This is an optimization exercise on Yosys and OpenROAD, whose aim is small area, a short achievable clock period and few clock cycles per item, not a production implementation. Function was checked by simulation only, so behaviour that the tests miss may differ from the original. Power and IR drop assume default switching activity.

oak:
// accelbrot_scan_gen
module accelbrot_scan_gen #(
  parameter int NWORDS = 8,
  parameter int WWIDTH = 34,
  parameter int TWIDTH = 24,
  parameter int XWIDTH = 12,
  parameter int YWIDTH = 12
) (
  input  logic                     clk,
  input  logic                     rstn,
  input  logic [NWORDS*WWIDTH-1:0] cfg_a0,
  input  logic [NWORDS*WWIDTH-1:0] cfg_b0,
  input  logic [NWORDS*WWIDTH-1:0] cfg_step,
  input  logic [XWIDTH-1:0]        cfg_width,
  input  logic [YWIDTH-1:0]        cfg_height,
  input  logic                     ctl_start,
  output logic                     ctl_busy,
  output logic                     ctl_done,
  output logic [31:0]              sts_num_issued,
  output logic [WWIDTH-1:0]        enter_a,
  output logic [WWIDTH-1:0]        enter_b,
  output logic [TWIDTH-1:0]        enter_tag,
  output logic                     enter_start,
  output logic                     enter_valid,
  input  logic                     enter_bp
);
  localparam int NB = NWORDS * WWIDTH;
  localparam int WB = accelbrot_pkg::widx_bits(NWORDS);
  localparam logic [WB-1:0] WLAST = WB'(NWORDS - 1);
  localparam logic [WB-1:0] WLOAD = WB'(NWORDS - 5);
  localparam logic [WB-1:0] WPRE0 = WB'(NWORDS - 4);
  localparam int RB = 5 * WWIDTH;             
  localparam int S1 = (WWIDTH + 6) / 3;       
  localparam int S2 = (WWIDTH - S1) / 2;      
  localparam int S3 = WWIDTH - S1 - S2;
  localparam int CW = XWIDTH + YWIDTH;
  logic [NB-1:0]     a_cur_q, a_row0_q, b_cur_q, step_q;
  logic [S1:0]       l1_q;
  logic [S1+S2:0]    l2_q;
  logic [WWIDTH:0]   p_q;
  logic [S1-1:0]     x1_q, y1_q;
  logic              c_q, c1_q, sel0_q, nsel0_q, sel1_q, nsel1_q, sel2_q, sel3_q, nsel2_q, nsel3_q;
  logic [XWIDTH-1:0] width_q, xrem_q;
  logic [YWIDTH-1:0] yrem_q;
  logic              w1_q, w12_q, eor_q, eorn_q, lrow_q, first_q;
  logic [WB-1:0]     ph_q;
  ...
For scale: about 3,200 cells after synthesis, roughly 970 I/O pins.
Settings: LEC_CHECK=0, CAP_MARGIN=20, CORE_MARGIN=2, CORE_UTILIZATION=55, SETUP_SLACK_MARGIN=2.6, SLEW_MARGIN=20; clock period 5.0 ns.
standard.sh (not shown) runs the stock make flow with config.mk's settings and CLKGATE_MAP_FILE= SYNTH_SCRIPT=/design/flow/synth_recipe.tcl, a recipe that flattens the netlist after the stock synthesis.
==> flow/flow/run.sh <==
#!/bin/bash
# Standard ORFS layout (the standard.sh) with plain buffers on the ports,
# larger clock-tree leaf clusters driven by smaller buffers, and no dummy
# clock loads.
set -euo pipefail
bash standard.sh "BUFFER_PORTS_ARGS=-buffer_cell sky130_fd_sc_hd__buf_1" \
  "CTS_ARGS=-sink_clustering_enable -repair_clock_nets -dont_use_dummy_load -root_buf sky130_fd_sc_hd__clkbuf_16 -sink_clustering_buffer sky130_fd_sc_hd__clkbuf_8 -sink_clustering_size 14 -sink_clustering_max_diameter 50 -buf_list {sky130_fd_sc_hd__clkbuf_8 sky130_fd_sc_hd__clkbuf_16}" \
  finish > standard_make.log 2>&1
oak completed every stage of the flow, and the final layout passed the timing, DRC and antenna checks.
Testbench counts of oak, summed over its fixed seeds: cycles 281,128, pixels 35,068.
## Diff of input files: pine against oak
# oak
export LEC_CHECK = 0
export CAP_MARGIN = 20
export CORE_MARGIN = 2
export CORE_UTILIZATION = 55
export SETUP_SLACK_MARGIN = 2.6
export SLEW_MARGIN = 20
create_clock -name core_clock -period 5.0 [get_ports {clk}]
# pine
export LEC_CHECK = 0
export CAP_MARGIN = 20
export CORE_MARGIN = 2
export CORE_UTILIZATION = 55
export SETUP_SLACK_MARGIN = 2.7
export SLEW_MARGIN = 20
create_clock -name core_clock -period 5.0 [get_ports {clk}]
Results
pine ends up with higher biggest fanout along the worst timing path than oak does. The lower total global routing track utilization came out of oak. Combinational power of pine exceeds that of oak by a few percent. Fmax: pine below oak. Looking at critical path endpoint, the ctl_busy result is from pine; the b_cur_q[244] one comes from oak.

========
Another version of the RTL of accelbrot_scan_gen (not shown whole).
Size: about 3,200 cells after synthesis, ~1,300 flip-flops, ~970 I/O pins, about 0.039 mm2 of cells after synthesis.
clock: 5.0 ns
lec_check: 0
cap_margin: 20
core_margin: 2
core_utilization: 55
setup_slack_margin: 2.5
slew_margin: 20
Scripts as last shown in full above: flow/flow/run.sh
Testbench counts at the start, summed over its fixed seeds: cycles 281,128, pixels 35,068.
==> next run, changes <==
Settings changed: SETUP_SLACK_MARGIN 2.5 to 2.7.
Result:
- hold slack gets worse by 0.016 ns
- synthesized area does not change
- count of clock-buffer cells in the layout increases by 6
- wire length goes up by 2.4%
- total power came out higher by 1.7%

========
Setup of the baseline:
The RTL this note starts from:
==> flow/design.v <==
package accelbrot_pkg;
  typedef enum logic [1:0] {
    IDLE,
    ARM,
    BURST
  } state_e;
  function automatic int widx_bits(input int n);
    widx_bits = (n > 1) ? $clog2(n) : 1;
  endfunction
endpackage
module accelbrot_serial_addsub #(
  parameter int WWIDTH = 34
) (
  input  logic              clk,
  input  logic              rstn,
  input  logic              en_i,
  input  logic              first_i,
  input  logic              sub_i,
  input  logic [WWIDTH-1:0] x_i,
  input  logic [WWIDTH-1:0] y_i,
  output logic [WWIDTH-1:0] s_o
);
  logic              c_q;
  logic              cin;
  logic              co;
  logic [WWIDTH-1:0] y_op;
  assign y_op = sub_i ? ~y_i : y_i;
  assign cin  = first_i ? sub_i : c_q;
  assign {co, s_o} = {1'b0, x_i} + {1'b0, y_op}
                   + {{WWIDTH{1'b0}}, cin};
  always_ff @(posedge clk or negedge rstn) begin
    if (!rstn) c_q <= 1'b0;
    else if (en_i) c_q <= co;
  end
endmodule
module accelbrot_scan_gen #(
  parameter int NWORDS = 8,
  parameter int WWIDTH = 34,
  parameter int TWIDTH = 24,
  parameter int XWIDTH = 12,
  parameter int YWIDTH = 12
) (
  input  logic                     clk,
  input  logic                     rstn,
  input  logic [NWORDS*WWIDTH-1:0] cfg_a0,
  input  logic [NWORDS*WWIDTH-1:0] cfg_b0,
  input  logic [NWORDS*WWIDTH-1:0] cfg_step,
  input  logic [XWIDTH-1:0]        cfg_width,
  input  logic [YWIDTH-1:0]        cfg_height,
  input  logic                     ctl_start,
  output logic                     ctl_busy,
  output logic                     ctl_done,
  output logic [31:0]              sts_num_issued,
  output logic [WWIDTH-1:0]        enter_a,
  output logic [WWIDTH-1:0]        enter_b,
  output logic [TWIDTH-1:0]        enter_tag,
  output logic                     enter_start,
  output logic                     enter_valid,
  input  logic                     enter_bp
);
  localparam int NB = NWORDS * WWIDTH;
  localparam int WB = accelbrot_pkg::widx_bits(NWORDS);
  localparam logic [WB-1:0] WLAST = WB'(NWORDS - 1);
  localparam int CW = XWIDTH + YWIDTH;
  logic [NB-1:0]     a_cur_q, a_row0_q, b_cur_q, step_q;
  logic [WWIDTH:0]   pa_q, pb_q;
  logic              ca_q, cb_q;
  logic [XWIDTH-1:0] width_q, xrem_q;
  logic [YWIDTH-1:0] yrem_q;
  logic              eor_q, lrow_q, first_q;
  logic [WB-1:0]     ph_q;
  logic [CW-1:0]     issued_q;
  logic              busy_q, run_q, done_q, valid_q, vld_q, estart_q;
  logic              load, empty, go, wlast, wend, last_px, begin_b, ag, bg;
  logic              ca_n, cb_n;
  logic [WWIDTH-1:0] a_lo, b_lo, r_lo, a0w, a_sum, b_dif, a_ent, b_ent;
  assign load    = !run_q;
  assign empty   = (cfg_width == '0) || (cfg_height == '0);
  assign go      = ctl_start && !busy_q;
  assign wlast   = (ph_q == WLAST);
  assign wend    = valid_q && wlast;
  assign last_px = eor_q && lrow_q;
  assign begin_b = !enter_bp && busy_q && wlast && !(wend && last_px);
  assign a_lo = a_cur_q[WWIDTH-1:0];
  assign b_lo = b_cur_q[WWIDTH-1:0];
  assign r_lo = a_row0_q[WWIDTH-1:0];
  assign ag  = vld_q && !eor_q;
  assign bg  = vld_q && eor_q;
  assign a0w = first_q ? a_lo : r_lo;
  assign a_sum = pa_q[WWIDTH-1:0] + WWIDTH'(ca_q);
  assign b_dif = pb_q[WWIDTH-1:0] + WWIDTH'(cb_q);
  assign ca_n  = pa_q[WWIDTH] || (ca_q && (&pa_q[WWIDTH-1:0]));
  assign cb_n  = pb_q[WWIDTH] || (cb_q && (&pb_q[WWIDTH-1:0]));
  assign a_ent = ag ? a_sum : bg ? a0w : a_lo;
  assign b_ent = bg ? b_dif : b_lo;
  always_ff @(posedge clk) begin
    if (load) begin
      a_cur_q <= {cfg_a0[NB-WWIDTH-1:0], cfg_a0[NB-1:NB-WWIDTH]};
      b_cur_q <= {cfg_b0[NB-WWIDTH-1:0], cfg_b0[NB-1:NB-WWIDTH]};
      step_q  <= {cfg_step[NB-WWIDTH-1:0], cfg_step[NB-1:NB-WWIDTH]};
    end else begin
      a_cur_q <= {a_ent, a_cur_q[NB-1:WWIDTH]};
      b_cur_q <= {b_ent, b_cur_q[NB-1:WWIDTH]};
      step_q  <= {step_q[WWIDTH-1:0], step_q[NB-1:WWIDTH]};
    end
    a_row0_q <= {a0w, a_row0_q[NB-1:WWIDTH]};
    pa_q     <= {1'b0, a_cur_q[2*WWIDTH-1:WWIDTH]} + {1'b0, step_q[2*WWIDTH-1:WWIDTH]};
    pb_q     <= {1'b0, b_cur_q[2*WWIDTH-1:WWIDTH]} + {1'b0, ~step_q[2*WWIDTH-1:WWIDTH]};
    ca_q     <= ca_n && !wlast;
    cb_q     <= cb_n || wlast;
    if (load) begin
      width_q <= cfg_width;
      xrem_q  <= cfg_width;
      yrem_q  <= cfg_height;
      eor_q   <= (cfg_width == XWIDTH'(1));
      lrow_q  <= (cfg_height == YWIDTH'(1));
      first_q <= 1'b1;
    end else if (wend) begin
      first_q <= 1'b0;
      if (eor_q) begin
        xrem_q <= width_q;
        eor_q  <= (width_q == XWIDTH'(1));
        yrem_q <= yrem_q - YWIDTH'(1);
        lrow_q <= (yrem_q == YWIDTH'(2));
      end else begin
        xrem_q <= xrem_q - XWIDTH'(1);
        eor_q  <= (xrem_q == XWIDTH'(2));
      end
    end
  end
  always_ff @(posedge clk or negedge rstn) begin
    if (!rstn) begin
      ph_q     <= '0;
      issued_q <= '0;
      busy_q   <= 1'b0;
      run_q    <= 1'b0;
      done_q   <= 1'b0;
      valid_q  <= 1'b0;
      vld_q    <= 1'b0;
      estart_q <= 1'b0;
    end else begin
      ph_q     <= busy_q ? ph_q + WB'(1) : WLAST;
      done_q   <= (go && empty) || (wend && last_px);
      estart_q <= begin_b;
      if (begin_b) begin
        valid_q <= 1'b1;
        vld_q   <= 1'b1;
      end else if (wlast) begin
        valid_q <= 1'b0;
        vld_q   <= 1'b0;
      end
      if (go && !empty) begin
        busy_q   <= 1'b1;
        run_q    <= 1'b1;
        issued_q <= '0;
      end else if (wend) begin
        issued_q <= issued_q + CW'(1);
        if (last_px) begin
          busy_q <= 1'b0;
          run_q  <= 1'b0;
        end
      end
    end
  end
  assign ctl_busy       = busy_q;
  assign ctl_done       = done_q;
  assign sts_num_issued = 32'(issued_q);
  assign enter_a        = a_lo;
  assign enter_b        = b_lo;
  assign enter_tag      = issued_q[TWIDTH-1:0];
  assign enter_start    = estart_q;
  assign enter_valid    = valid_q;
endmodule
export LEC_CHECK = 0
export CAP_MARGIN = 20
export CORE_MARGIN = 2
export CORE_UTILIZATION = 40
export SETUP_SLACK_MARGIN = 2.6
export SLEW_MARGIN = 20
create_clock -name core_clock -period 5.0 [get_ports {clk}]
==> flow/flow/run.sh <==
#!/bin/bash
# Standard ORFS layout (the standard.sh), but with plain buffers on the
# ports instead of the delay cells buffer_ports picks by default.
set -euo pipefail
bash standard.sh "BUFFER_PORTS_ARGS=-buffer_cell sky130_fd_sc_hd__buf_2" finish > standard_make.log 2>&1
Testbench counts of the baseline, summed over its fixed seeds: cycles 280,744, pixels 35,068.
--- input diff the baseline..the candidate ---
Settings: swapping 40 for 60 in CORE_UTILIZATION.
==> flow/flow/run.sh <==
#!/bin/bash
# Standard ORFS layout (the standard.sh) with plain buffers on the ports,
# smaller clock-tree buffers and no dummy clock loads.
set -euo pipefail
bash standard.sh "BUFFER_PORTS_ARGS=-buffer_cell sky130_fd_sc_hd__buf_1" \
  "CTS_ARGS=-sink_clustering_enable -repair_clock_nets -dont_use_dummy_load -buf_list {sky130_fd_sc_hd__clkbuf_4 sky130_fd_sc_hd__clkbuf_8 sky130_fd_sc_hd__clkbuf_16}" \
  finish > standard_make.log 2>&1
--- outcome ---
Net total in the final layout, the candidate vs the baseline: down slightly
The die of the candidate is smaller than the one used in the baseline.
Core utilization: the candidate higher than the baseline

## separate check: timing with driven ports
How much do the figures lean on ideal ports? The routed layouts below were timed once more, with nothing changed but the port constraints. Step 1 assumes that a clkbuf_16 drives the clock port and a buf_2 every other input. Step 2 adds t to the input delays and takes it off the output delays; t is the mean of the earliest and latest rising clock arrival at the registers after step 1. Input paths then give back, and output paths get back, about the clock's delay inside the block. a / b / c = ideal / step 1 / step 2; a / b = the first two.
run | shift t [ns] | setup WS [ns] | slew at the worst register clock pin (ns)
oak | 0.668 | 2.601 / 2.547 / 2.122 | 0.10 / 0.10
pine | 0.663 | 2.572 / 2.514 / 2.182 | 0.09 / 0.09
the first run of note 2 | 0.673 | 2.386 / 2.386 / 2.165 | 0.10 / 0.10
the second run of note 2 | 0.685 | 2.385 / 2.385 / 2.143 | 0.09 / 0.09
the baseline | 0.810 | 2.492 / 2.492 / 2.266 | 0.07 / 0.07
the candidate | 0.716 | 2.474 / 2.474 / 2.222 | 0.07 / 0.07
After both steps every run listed still meets setup and hold. The setup slack of oak, which loses most, moves by -0.054 ns with the drivers and by -0.479 ns with both steps.
